From an optimization exercise on the open Yosys and OpenROAD flow, aimed at small area, a short achievable clock period and few clock cycles per item; shortcuts taken in it are not production practice. Where RTL was checked, it was by simulation tests only, not by an equivalence proof against the original. No activity file was given, so power comes from the tool's default toggle rates.

## bounded_fifo_with_keyed_removal_core
module bounded_fifo_with_keyed_removal_core #(
    parameter int DEPTH = 16
) (
    input  logic                              clk,
    input  logic                              rst_n,
    input  logic                              in_valid,
    output logic                              in_ready,
    input  logic [1:0]                        req_type,
    input  logic [bfkr_pkg::FIELD_W-1:0]      proc_num,
    input  logic [bfkr_pkg::FIELD_W-1:0]      arrival_time,
    input  logic [bfkr_pkg::FIELD_W-1:0]      cpu_time,
    input  logic [bfkr_pkg::FIELD_W-1:0]      search_key,
    input  logic                              cfg_valid,
    output logic                              cfg_ready,
    input  logic [bfkr_pkg::LIMIT_W-1:0]      queue_limit,
    output logic                              out_valid,
    input  logic                              out_ready,
    output logic                              status,
    output logic [bfkr_pkg::FIELD_W-1:0]      out_proc_num,
    output logic [bfkr_pkg::FIELD_W-1:0]      out_arrival_time,
    output logic [bfkr_pkg::FIELD_W-1:0]      out_cpu_time,
    output logic                              queue_empty,
    output logic [bfkr_pkg::COUNT_OUT_W-1:0]  record_count
);
clock: 5.5 ns
lec_check: 0
abc_clock_period_in_ps: 3200
cap_margin: 20
core_margin: 2
core_utilization: 40
setup_slack_margin: 2.2
slew_margin: 20
run.sh (not shown) runs the stock make flow with config.mk's settings and CLKGATE_MAP_FILE= SYNTH_SCRIPT=/design/flow/synth_recipe.tcl, a recipe that flattens the netlist after the stock synthesis.
The starting point finished clean.
Testbench counts at the start, summed over its fixed seeds: cycles 4,016, items 4,000.
Rerun with:
Settings changed: ABC_CLOCK_PERIOD_IN_PS 3200 to 2500, SETUP_SLACK_MARGIN 2.2 to 2.8.
Sequential share of layout area fell by 6.8 points.
Wire length rose by about 30%.
Core utilization rose by 6.8 points.
Rerun with:
Settings changed: ABC_CLOCK_PERIOD_IN_PS 2500 to not set, SETUP_SLACK_MARGIN 2.8 to not set.
What happened: The changed run passed the timing, DRC and antenna checks; combinational power shrinks by 51%; global-route usage shrinks by 7.5 points; core utilization shrinks by 11 points; total power shrinks by 14%; fmax shrinks by 18%; first-iteration DRC count shrinks by 49%.


Setup of run Z:
bounded_fifo_with_keyed_removal_core, a different RTL version from the one above (not shown whole).
Size in the first run: roughly 2,700 cells after synthesis, about 1,000 flip-flops, roughly 130 I/O pins, about 0.040 mm^2 of cells after synthesis.
make LEC_CHECK=0 ABC_CLOCK_PERIOD_IN_PS=3000 CAP_MARGIN=20 CORE_MARGIN=2 CORE_UTILIZATION=55 CTS_CLUSTER_DIAMETER=100 CTS_CLUSTER_SIZE=30 SETUP_SLACK_MARGIN=2.9 SLEW_MARGIN=20 finish   # period 5.5 ns
Testbench counts of run Z, summed over its fixed seeds: cycles 4,044, items 4,000.
Changes in run P relative to run Z:
Settings: CTS_CLUSTER_SIZE: 30 -> unset; CTS_CLUSTER_DIAMETER: 100 -> unset.
## What came out
- Every stage of the flow completed for run P, and the final layout passed the timing, DRC and antenna checks.
- Reported for run P and run Z, number of inserted diodes turned out identical to the last digit.
- Run P reports a lower least setup slack across all paths after layout than run Z does.
- Run P ends up with lower proportion of power drawn by combinational gates than run Z does.
- Between run P and run Z, it is run P whose clock power is higher, by about 80%.
- Side by side, utilization turned out higher in run P than in run Z.
- Lower clock latency on the worst-skew pair among run P and run Z: run Z
- Number of resized instances in the post-cts repair step was higher in the run labelled run Z.
- Taking run Z as the reference point, the net switching power of the design of run P rises by about 10%.
- Between run P and run Z, power share of the clock group is lower for run Z, run P comes in above that.
- Total power after layout (higher): run P


bounded_fifo_with_keyed_removal_core, a different RTL version from the one above (not shown whole).
For scale: about 2,800 cells after synthesis, about 1,000 flip-flops, about 130 I/O pins, ~0.041 mm² of cells after synthesis.
Settings: LEC_CHECK=0, ABC_CLOCK_PERIOD_IN_PS=3000, CAP_MARGIN=20, CORE_MARGIN=2, CORE_UTILIZATION=55, CTS_BUF_LIST=sky130_fd_sc_hd__clkbuf_4 sky130_fd_sc_hd__clkbuf_8, CTS_CLUSTER_SIZE=30, SETUP_SLACK_MARGIN=2.9, SLEW_MARGIN=20; clock period 5.5 ns.
Testbench counts at the start, summed over its fixed seeds: cycles 4,044, items 4,000.
Change:
--- a/flow/config.mk
+++ b/flow/config.mk
@@ -10,6 +10,4 @@
 export CORE_MARGIN = 2
 export CORE_UTILIZATION = 55
-export CTS_BUF_LIST = sky130_fd_sc_hd__clkbuf_4 sky130_fd_sc_hd__clkbuf_8
-export CTS_CLUSTER_SIZE = 30
 export SETUP_SLACK_MARGIN = 2.9
 export SLEW_MARGIN = 20
Effect: Synthesized cell count stays the same. Flip-flop and latch count does not change. Final area is about the same. Synthesized area is unchanged. Core utilization came out lower by 0.19 points. Wire length came out lower by 1.1%. Maximum frequency came out higher by 1.0%. Total power came out lower by 0.90%. Clock-buffer cell count came out lower by 107. Hold slack improved by 0.094 ns. First-iteration DRC count came out lower by 8.7%.


bounded_fifo_with_keyed_removal_core, a different RTL version from the one above (not shown whole).
Size: about 2700 cells after synthesis, roughly 1000 flip-flops, roughly 130 I/O pins, about 40000 um2 of cells after synthesis.
Settings: LEC_CHECK=0, ABC_CLOCK_PERIOD_IN_PS=3500, CAP_MARGIN=20, CORE_MARGIN=2, CORE_UTILIZATION=40, SETUP_SLACK_MARGIN=2.3, SLEW_MARGIN=20; clock period 5.5 ns.
The starting point passed the timing, DRC and antenna checks.
Change:
--- a/flow/config.mk
+++ b/flow/config.mk
@@ -7,3 +7,3 @@
 export LEC_CHECK = 0
-export ABC_CLOCK_PERIOD_IN_PS = 3500
+export ABC_CLOCK_PERIOD_IN_PS = 3000
 export CAP_MARGIN = 20
@@ -11,3 +11,3 @@
 export CORE_UTILIZATION = 40
-export SETUP_SLACK_MARGIN = 2.3
+export SETUP_SLACK_MARGIN = 2.7
 export SLEW_MARGIN = 20
After rerunning:
- The new run finished with timing, DRC and antenna clean
- area after synthesis is unchanged
- first-iteration DRC count came out higher by a quarter to a third
- power is higher slightly
- critical path depth stays the same
- sequential share of layout area shrinks by 4.1 points
- final area is higher by a little under a tenth
- global-route usage went up by 0.86 points
- routed wire length is higher by roughly a tenth
- combinational power came out higher by a little under a tenth
- worst hold slack loses 0.018 ns
- core utilization rises by 3.5 points
No functional check of the RTL was part of any run of this note.

-- separate check: timing with driven ports --
In the flow no input, the clock included, has a driving cell. The finished layouts below were timed again as built, in two steps.
Step 1: set_driving_cell puts a clkbuf_16 on clk and a buf_2 on each other input, an assumption about the parent block.
Step 2 moves the port delays by t, midway between the first and last clock arrival at a register: inputs arrive t later, outputs are due t later. That takes back most of the time a late clock gives input paths.
Slacks: no drivers / after step 1 / after step 2; pairs: no drivers / after step 1.
run	t, ns	slack for setup (ns)	latest minus earliest clock arrival (ns)	worst slew at a driven data input, ns	cell pins on the clock port's net
the first run of note 1	0.756	1.745 / 1.673 / 1.627	0.062 / 0.063	0.11	1
the second run of note 1	0.768	1.698 / 1.621 / 1.506	0.099 / 0.099	0.06	1
the third run of note 1	0.755	0.856 / 0.782 / 1.093	0.054 / 0.054	0.05	1
run Z	0.702	2.804 / 2.750 / 2.249	0.045 / 0.045	0.13	1
run P	0.748	2.710 / 2.710 / 2.120	0.043 / 0.043	0.13	1
the first run of note 3	0.893	2.345 / 2.345 / 2.024	0.033 / 0.033	0.12	1
the second run of note 3	0.720	2.377 / 2.377 / 2.175	0.057 / 0.057	0.13	1
the first run of note 4	0.770	1.445 / 1.369 / 1.572	0.041 / 0.041	0.15	1
the second run of note 4	0.755	1.484 / 1.413 / 1.868	0.028 / 0.028	0.15	1
After both steps setup and hold are still met in every run listed. For run P, which loses most, drivers alone change the setup slack by 0.000 ns; drivers and shift together by -0.590 ns.
